Source: an optimization exercise on an open RTL-to-GDS flow (aim: small area and few clock cycles per item). Production flows keep margins and buffers that such runs may drop.
Function was checked by simulation only, so behaviour that the tests miss may differ from the original.
Power and IR-drop figures of this design are not reliable: the tool's default activity estimate is inflated in some of its runs.

==> v2: inputs <==
==> flow/design.v (excerpt) <==
module desApbTop #(
  parameter int addrWidth = 8
) (
  input  logic                 clk,
  input  logic                 rst,
  input  logic                 pSel,
  input  logic                 pEnable,
  input  logic                 pWrite,
  input  logic [addrWidth-1:0] pAddr,
  input  desPkg::apbDataT      pWdata,
  output desPkg::apbDataT      pRdata,
  output logic                 pReady,
  output logic                 pSlverr
);
  logic          start;
  logic          decrypt;
  logic          almostDone;
  desPkg::blockT key;
  desPkg::blockT dataIn;
  desPkg::blockT dataOut;
  desApbRegs #(
    .addrWidth (addrWidth)
  ) i_desApbRegs (
    .clk        (clk),
    .rst        (rst),
    .pSel       (pSel),
    .pEnable    (pEnable),
    .pWrite     (pWrite),
    .pAddr      (pAddr),
    .pWdata     (pWdata),
    .pRdata     (pRdata),
    .pReady     (pReady),
    .pSlverr    (pSlverr),
    .start      (start),
    .decrypt    (decrypt),
    .key        (key),
    .dataIn     (dataIn),
    .almostDone (almostDone),
    .dataOut    (dataOut)
  );
  desCore i_desCore (
    .clk        (clk),
    .rst        (rst),
    .start      (start),
    .decrypt    (decrypt),
    .key        (key),
    .dataIn     (dataIn),
    .almostDone (almostDone),
    .dataOut    (dataOut)
  );
endmodule
==> module desCore, before the edit <==
module desCore (
  input  logic          clk,
  input  logic          rst,
  input  logic          start,
  input  logic          decrypt,
  input  desPkg::blockT key,
  input  desPkg::blockT dataIn,
  output logic          almostDone,
  output desPkg::blockT dataOut
);
  logic [2:0]     pair;
  logic           running;
  logic           dirReg;
  logic           dir;
  logic           pending;
  logic           fromData;
  logic           load;
  desPkg::blockT  permIn;
  desPkg::blockT  preOut;
  desPkg::halfT   left;
  desPkg::halfT   right;
  desPkg::halfT   inLeft;
  desPkg::halfT   inRight;
  desPkg::halfT   midLeft;
  desPkg::halfT   midRight;
  desPkg::halfT   newLeft;
  desPkg::halfT   newRight;
  desPkg::subkeyT subkeyA;
  desPkg::subkeyT subkeyB;
  for (genvar i = 0; i < 64; i++) begin : g_ip
    assign permIn[63 - i] = dataIn[64 - desPkg::ipTable[7 * (63 - i) +: 7]];
  end
  assign preOut = {right, left};
  for (genvar i = 0; i < 64; i++) begin : g_fp
    assign dataOut[63 - i] = preOut[64 - desPkg::fpTable[7 * (63 - i) +: 7]];
  end
  assign running    = pair != 3'd0;
  assign almostDone = pair == 3'd5;
  assign fromData   = ~running | pending;
  assign load       = pending | (start & ~running);
  assign dir        = fromData & ~pending ? decrypt : dirReg;
  desKeySchedule i_desKeySchedule (
    .clk     (clk),
    .load    (fromData),
    .decrypt (dir),
    .pair    (fromData ? 3'd0 : pair),
    .key     (key),
    .subkeyA (subkeyA),
    .subkeyB (subkeyB)
  );
  assign {inLeft, inRight} = fromData ? permIn : {left, right};
  desFeistelRound i_roundA (
    .left     (inLeft),
    .right    (inRight),
    .subkey   (subkeyA),
    .newLeft  (midLeft),
    .newRight (midRight)
  );
  desFeistelRound i_roundB (
    .left     (midLeft),
    .right    (midRight),
    .subkey   (subkeyB),
    .newLeft  (newLeft),
    .newRight (newRight)
  );
  always_ff @(posedge clk) begin
    if (rst) begin
      pair    <= 3'd0;
      pending <= 1'b0;
    end else begin
      pending <= start & running;
      if (load) begin
        pair <= 3'd1;
      end else if (running) begin
        pair <= pair + 3'd1;
      end
    end
  end
  always_ff @(posedge clk) begin
    if (start) begin
      dirReg <= decrypt;
    end
  end
  always_ff @(posedge clk) begin
    if (load | running) begin
      left  <= newLeft;
      right <= newRight;
    end
  end
endmodule
==> module desApbRegs, before the edit <==
module desApbRegs #(
  parameter int addrWidth = 8
) (
  input  logic                 clk,
  input  logic                 rst,
  input  logic                 pSel,
  input  logic                 pEnable,
  input  logic                 pWrite,
  input  logic [addrWidth-1:0] pAddr,
  input  desPkg::apbDataT      pWdata,
  output desPkg::apbDataT      pRdata,
  output logic                 pReady,
  output logic                 pSlverr,
  output logic                 start,
  output logic                 decrypt,
  output desPkg::blockT        key,
  output desPkg::blockT        dataIn,
  input  logic                 almostDone,
  input  desPkg::blockT        dataOut
);
  logic            access;
  logic            mapped;
  logic            badAccess;
  logic            wrEn;
  logic [2:0]      offset;
  logic            decryptReg;
  logic            busy;
  logic            doneFlag;
  desPkg::blockT   keyReg;
  desPkg::blockT   dataReg;
  desPkg::apbDataT readData;
  desPkg::apbDataT wrData;
  logic [3:0]      wrSel;
  assign access = pSel & pEnable;
  assign offset = pAddr[4:2];
  assign mapped = (pAddr >> 5) == '0 && pAddr[1:0] == 2'd0;
  always_comb begin
    case (offset)
      3'd0:    readData = keyReg[63:32];
      3'd1:    readData = keyReg[31:0];
      3'd2:    readData = dataReg[63:32];
      3'd3:    readData = dataReg[31:0];
      3'd4:    readData = {30'd0, decryptReg, 1'b0};
      3'd5:    readData = {30'd0, doneFlag, busy};
      3'd6:    readData = dataOut[63:32];
      default: readData = dataOut[31:0];
    endcase
  end
  always_comb begin
    badAccess = 1'b0;
    if (!mapped) begin
      badAccess = 1'b1;
    end else if (pWrite) begin
      if (offset == 3'd4) badAccess = pWdata[0] & busy;
      else if (offset[2] & (offset[1] | offset[0])) badAccess = 1'b1;
    end
  end
  assign pRdata  = readData;
  assign pReady  = 1'b1;
  assign pSlverr = access & badAccess;
  assign wrEn    = access & pWrite & ~badAccess;
  assign start   = wrEn & (offset == 3'd4) & pWdata[0];
  assign decrypt = pWdata[1];
  assign key     = keyReg;
  assign dataIn  = dataReg;
  assign wrData = rst ? '0 : pWdata;
  assign wrSel  = {4{wrEn}} & {offset == 3'd3, offset == 3'd2, offset == 3'd1, offset == 3'd0};
  always_ff @(posedge clk) begin
    if (rst | wrSel[0]) keyReg[63:32]  <= wrData;
    if (rst | wrSel[1]) keyReg[31:0]   <= wrData;
    if (rst | wrSel[2]) dataReg[63:32] <= wrData;
    if (rst | wrSel[3]) dataReg[31:0]  <= wrData;
  end
  always_ff @(posedge clk) begin
    if (rst) begin
      decryptReg <= 1'b0;
      busy       <= 1'b0;
      doneFlag   <= 1'b0;
    end else begin
      if (wrEn && offset == 3'd4) begin
        decryptReg <= pWdata[1];
      end
      if (start) begin
        busy     <= 1'b1;
        doneFlag <= 1'b0;
      end else if (busy & almostDone) begin
        busy     <= 1'b0;
        doneFlag <= 1'b1;
      end
    end
  end
endmodule
==> flow/config.mk <==
export PLATFORM = sky130hd
export DESIGN_NAME = desApbTop
export DESIGN_NICKNAME = desApbTop
export VERILOG_FILES = /design/flow/design.v
export SDC_FILE = /design/flow/constraint.sdc
export NUM_CORES = 4
export LEC_CHECK = 0
export ABC_AREA = 1
export CAP_MARGIN = 10
export CORE_MARGIN = 2
export CORE_UTILIZATION = 55
export CTS_BUF_LIST = sky130_fd_sc_hd__clkbuf_4 sky130_fd_sc_hd__clkbuf_8
export CTS_CLUSTER_SIZE = 25
export GPL_TIMING_DRIVEN = 0
export SLEW_MARGIN = 10
==> flow/constraint.sdc <==
create_clock -name core_clock -period 10.0 [get_ports {clk}]
set_input_delay 2.0000 -clock core_clock [delete_from_list [all_inputs] [get_ports {clk}]]
set_output_delay 2.0000 -clock core_clock [all_outputs]
set_load 0.01 [all_outputs]
standard.sh (not shown) runs the stock make flow with config.mk's settings and CLKGATE_MAP_FILE= SYNTH_SCRIPT=/design/flow/synth_recipe.tcl, a recipe that flattens the netlist after the stock synthesis.
==> flow/flow/run.sh <==
#!/bin/bash
# The standard synthesis, then its combinational logic re-mapped for area
# (flow/remap.tcl), then the standard layout steps on the re-mapped netlist.
set -euo pipefail
W=$(pwd)
R=$W/orfs/results/$FLOW_PLATFORM/desApbTop/base
bash standard.sh synth > std_synth.log 2>&1
cp "$R/1_2_yosys.v" "$W/std_1_2_yosys.v"
REMAP_LIB=$FLOW_HOME/platforms/$FLOW_PLATFORM/lib/sky130_fd_sc_hd__tt_025C_1v80.lib \
REMAP_IN=$W/std_1_2_yosys.v REMAP_OUT=$R/1_2_yosys.v REMAP_ABC=$W/flow/remap.abc \
REMAP_TOP=$FLOW_TOP REMAP_STAT=$W/remap_stat.txt \
  yosys -c "$W/flow/remap.tcl" > remap.log 2>&1
rm -f "$R/1_synth.odb" "$R/1_synth.sdc"
bash standard.sh synth > remap_synth.log 2>&1
bash standard.sh finish > finish.log 2>&1
test -f out/final.def
==> flow/flow/remap.abc <==
strash
ifraig
dc2
&get -n
&dch -f
&nf -R 1000
&put
strash
&get -n
&dch -f
&nf -R 1000
&put
topo
stime -c
==> flow/flow/remap.tcl <==
# Re-map the combinational logic of the standard synthesis netlist with an
# area-oriented ABC script. Every flip-flop (and tie cell) instance is kept as
# it is, so the registers keep the standard synthesis's names and cell types.
yosys -import
set lib $::env(REMAP_LIB)
set top $::env(REMAP_TOP)
read_liberty -ignore_miss_func -setattr liberty_cell $lib
read_verilog $::env(REMAP_IN)
hierarchy -top $top
setattr -mod -set keep_hierarchy 1 sky130_fd_sc_hd__df* sky130_fd_sc_hd__edf* sky130_fd_sc_hd__sdf* sky130_fd_sc_hd__dl* sky130_fd_sc_hd__conb_1
flatten
select -module $top
opt -purge
# the platform's don't-use cells
set dont {}
set fp [open $lib r]
set text [read $fp]
close $fp
foreach {all name} [regexp -all -inline {cell \(\"?(sky130_fd_sc_hd__[a-z0-9_]+)\"?\)} $text] {
  if {[string match *lpflow* $name] || [string match *probe* $name]} { lappend dont -dont_use $name }
}
abc -liberty $lib {*}$dont -script $::env(REMAP_ABC)
splitnets
opt_clean -purge
hilomap -singleton -hicell sky130_fd_sc_hd__conb_1 HI -locell sky130_fd_sc_hd__conb_1 LO
insbuf -buf sky130_fd_sc_hd__buf_4 A X
select -clear
tee -o $::env(REMAP_STAT) stat -liberty $lib $top
yosys delete A:liberty_cell
yosys write_verilog -noattr -nohex -nodec $::env(REMAP_OUT)
==> inputs of v17, as changes to v2 <==
--- a/flow/design.v
+++ b/flow/design.v
@@ -918,7 +918,4 @@
   logic           dirReg;
   logic           dir;
-  logic           pending;
-  logic           fromData;
-  logic           load;
   desPkg::blockT  permIn;
   desPkg::blockT  preOut;
@@ -942,17 +939,15 @@
   assign running    = pair != 3'd0;
   assign almostDone = pair == 3'd5;
-  assign fromData   = ~running | pending;
-  assign load       = pending | (start & ~running);
-  assign dir        = fromData & ~pending ? decrypt : dirReg;
+  assign dir        = start ? decrypt : dirReg;
   desKeySchedule i_desKeySchedule (
     .clk     (clk),
-    .load    (fromData),
+    .load    (start),
     .decrypt (dir),
-    .pair    (fromData ? 3'd0 : pair),
+    .pair    (start ? 3'd0 : pair),
     .key     (key),
     .subkeyA (subkeyA),
     .subkeyB (subkeyB)
   );
-  assign {inLeft, inRight} = fromData ? permIn : {left, right};
+  assign {inLeft, inRight} = start ? permIn : {left, right};
   desFeistelRound i_roundA (
     .left     (inLeft),
@@ -971,13 +966,9 @@
   always_ff @(posedge clk) begin
     if (rst) begin
-      pair    <= 3'd0;
-      pending <= 1'b0;
-    end else begin
-      pending <= start & running;
-      if (load) begin
-        pair <= 3'd1;
-      end else if (running) begin
-        pair <= pair + 3'd1;
-      end
+      pair <= 3'd0;
+    end else if (start) begin
+      pair <= 3'd1;
+    end else if (running) begin
+      pair <= pair + 3'd1;
     end
   end
@@ -988,5 +979,5 @@
   end
   always_ff @(posedge clk) begin
-    if (load | running) begin
+    if (start | running) begin
       left  <= newLeft;
       right <= newRight;
@@ -1028,6 +1019,4 @@
   desPkg::blockT   dataReg;
   desPkg::apbDataT readData;
-  desPkg::apbDataT wrData;
-  logic [3:0]      wrSel;
   assign access = pSel & pEnable;
   assign offset = pAddr[4:2];
@@ -1062,20 +1051,21 @@
   assign key     = keyReg;
   assign dataIn  = dataReg;
-  assign wrData = rst ? '0 : pWdata;
-  assign wrSel  = {4{wrEn}} & {offset == 3'd3, offset == 3'd2, offset == 3'd1, offset == 3'd0};
-  always_ff @(posedge clk) begin
-    if (rst | wrSel[0]) keyReg[63:32]  <= wrData;
-    if (rst | wrSel[1]) keyReg[31:0]   <= wrData;
-    if (rst | wrSel[2]) dataReg[63:32] <= wrData;
-    if (rst | wrSel[3]) dataReg[31:0]  <= wrData;
-  end
   always_ff @(posedge clk) begin
     if (rst) begin
+      keyReg     <= '0;
+      dataReg    <= '0;
       decryptReg <= 1'b0;
       busy       <= 1'b0;
       doneFlag   <= 1'b0;
     end else begin
-      if (wrEn && offset == 3'd4) begin
-        decryptReg <= pWdata[1];
+      if (wrEn) begin
+        case (offset)
+          3'd0: keyReg[63:32]  <= pWdata;
+          3'd1: keyReg[31:0]   <= pWdata;
+          3'd2: dataReg[63:32] <= pWdata;
+          3'd3: dataReg[31:0]  <= pWdata;
+          3'd4: decryptReg     <= pWdata[1];
+          default: ;
+        endcase
       end
       if (start) begin
==> flow/run.sh (new file) <==
#!/bin/bash
# synth_recipe.tcl (not shown) runs the flow's synth.tcl, then flattens the netlist and writes it again
# the make line also repeats each setting of config.mk as NAME=value (left out here)
make -C /OpenROAD-flow-scripts/flow DESIGN_CONFIG=/design/flow/config.mk WORK_HOME=/design/flow/orfs CLKGATE_MAP_FILE= SYNTH_SCRIPT=/design/flow/synth_recipe.tcl finish
CAP_MARGIN = 20   (was 10)
CORE_UTILIZATION = 40   (was 55)
CTS_BUF_LIST = default   (was sky130_fd_sc_hd__clkbuf_4 sky130_fd_sc_hd__clkbuf_8)
CTS_CLUSTER_SIZE = default   (was 25)
GPL_TIMING_DRIVEN = default   (was 0)
SLEW_MARGIN = 20   (was 10)
removed: flow/flow/run.sh
removed: flow/flow/remap.abc
removed: flow/flow/remap.tcl
removed: flow/standard.sh
==> inputs of v16, as changes to v2 <==
--- a/flow/design.v
+++ b/flow/design.v
@@ -918,7 +918,4 @@
   logic           dirReg;
   logic           dir;
-  logic           pending;
-  logic           fromData;
-  logic           load;
   desPkg::blockT  permIn;
   desPkg::blockT  preOut;
@@ -942,17 +939,15 @@
   assign running    = pair != 3'd0;
   assign almostDone = pair == 3'd5;
-  assign fromData   = ~running | pending;
-  assign load       = pending | (start & ~running);
-  assign dir        = fromData & ~pending ? decrypt : dirReg;
+  assign dir        = start ? decrypt : dirReg;
   desKeySchedule i_desKeySchedule (
     .clk     (clk),
-    .load    (fromData),
+    .load    (start),
     .decrypt (dir),
-    .pair    (fromData ? 3'd0 : pair),
+    .pair    (start ? 3'd0 : pair),
     .key     (key),
     .subkeyA (subkeyA),
     .subkeyB (subkeyB)
   );
-  assign {inLeft, inRight} = fromData ? permIn : {left, right};
+  assign {inLeft, inRight} = start ? permIn : {left, right};
   desFeistelRound i_roundA (
     .left     (inLeft),
@@ -971,13 +966,9 @@
   always_ff @(posedge clk) begin
     if (rst) begin
-      pair    <= 3'd0;
-      pending <= 1'b0;
-    end else begin
-      pending <= start & running;
-      if (load) begin
-        pair <= 3'd1;
-      end else if (running) begin
-        pair <= pair + 3'd1;
-      end
+      pair <= 3'd0;
+    end else if (start) begin
+      pair <= 3'd1;
+    end else if (running) begin
+      pair <= pair + 3'd1;
     end
   end
@@ -988,5 +979,5 @@
   end
   always_ff @(posedge clk) begin
-    if (load | running) begin
+    if (start | running) begin
       left  <= newLeft;
       right <= newRight;
CAP_MARGIN = 20   (was 10)
CORE_UTILIZATION = 40   (was 55)
CTS_BUF_LIST = default   (was sky130_fd_sc_hd__clkbuf_4 sky130_fd_sc_hd__clkbuf_8)
CTS_CLUSTER_SIZE = default   (was 25)
GPL_TIMING_DRIVEN = default   (was 0)
SLEW_MARGIN = 20   (was 10)
==> comparison table <==
Reported combinational group power: v2 3.87 mW; v17 12.2 mW; v16 16.7 mW
Clock buffers and inverters, area share: v2 4.65%; v17 3.89%; v16 4.03%
Post-route clock period utilization: v2 95.1%; v17 82.7%; v16 95.9%
Static Leak: v2 8.02 nW; v17 11.9 nW; v16 8.43 nW
Clk pwr: v2 1.13 mW; v17 1.20 mW; v16 1.07 mW
Pin count of the biggest net entering global routing: v2 68; v17 131; v16 65
Fin worst setup slack: v2 0.492 ns; v17 1.73 ns; v16 0.413 ns
Int Pwr: v2 3.25 mW; v17 5.74 mW; v16 8.42 mW
Mapped Area: v2 19000 sq um; v17 24000 sq um; v16 18900 sq um
Gp weighted congestion: v2 0.970; v17 1.07; v16 1.00
Global-route wire length before repair: v2 112000 microns; v17 168000 microns; v16 125000 microns
WL met2: v2 32100 microns; v17 45900 microns; v16 36900 microns
Register Area: v2 7060 sq um; v17 5750 sq um; v16 7030 sq um
Outcome: v2 timing/DRC/antenna clean; v17 timing/DRC/antenna clean; v16 timing/DRC/antenna clean
Testbench counts of v2, summed over its fixed seeds: cycles 5,120, ops 256.
Testbench counts of v17, summed over its fixed seeds: cycles 5,120, ops 256.
Testbench counts of v16, summed over its fixed seeds: cycles 5,120, ops 256.

-- what the ideal ports hide --
How much do the figures lean on ideal ports? The routed layouts below were timed once more, with nothing changed but the port constraints.
Step 1: set_driving_cell puts a clkbuf_16 on clk and a buf_2 on each other input, an assumption about the parent block.
Step 2 times the ports against the registers' clock, not the clock port: input delays grow and output delays shrink by t, the midpoint of the rising clock arrivals with the driver on.
Slacks: ideal / step 1 / step 2; pairs: ideal / step 1.
run | t, ns | setup WS [ns] | hold WS [ns]
v2 | 0.674 | 0.492 / 0.511 / -0.163 | 0.477 / 0.477 / 0.477
v17 | 0.665 | 1.726 / 1.756 / 1.091 | 0.475 / 0.475 / 0.475
v16 | 0.623 | 0.413 / 0.444 / -0.180 | 0.499 / 0.499 / 0.499
With both steps, setup timing fails in v2 and v16, where it was met with ideal ports. For v2, which loses most, drivers alone change the setup slack by +0.019 ns; drivers and shift together by -0.655 ns.
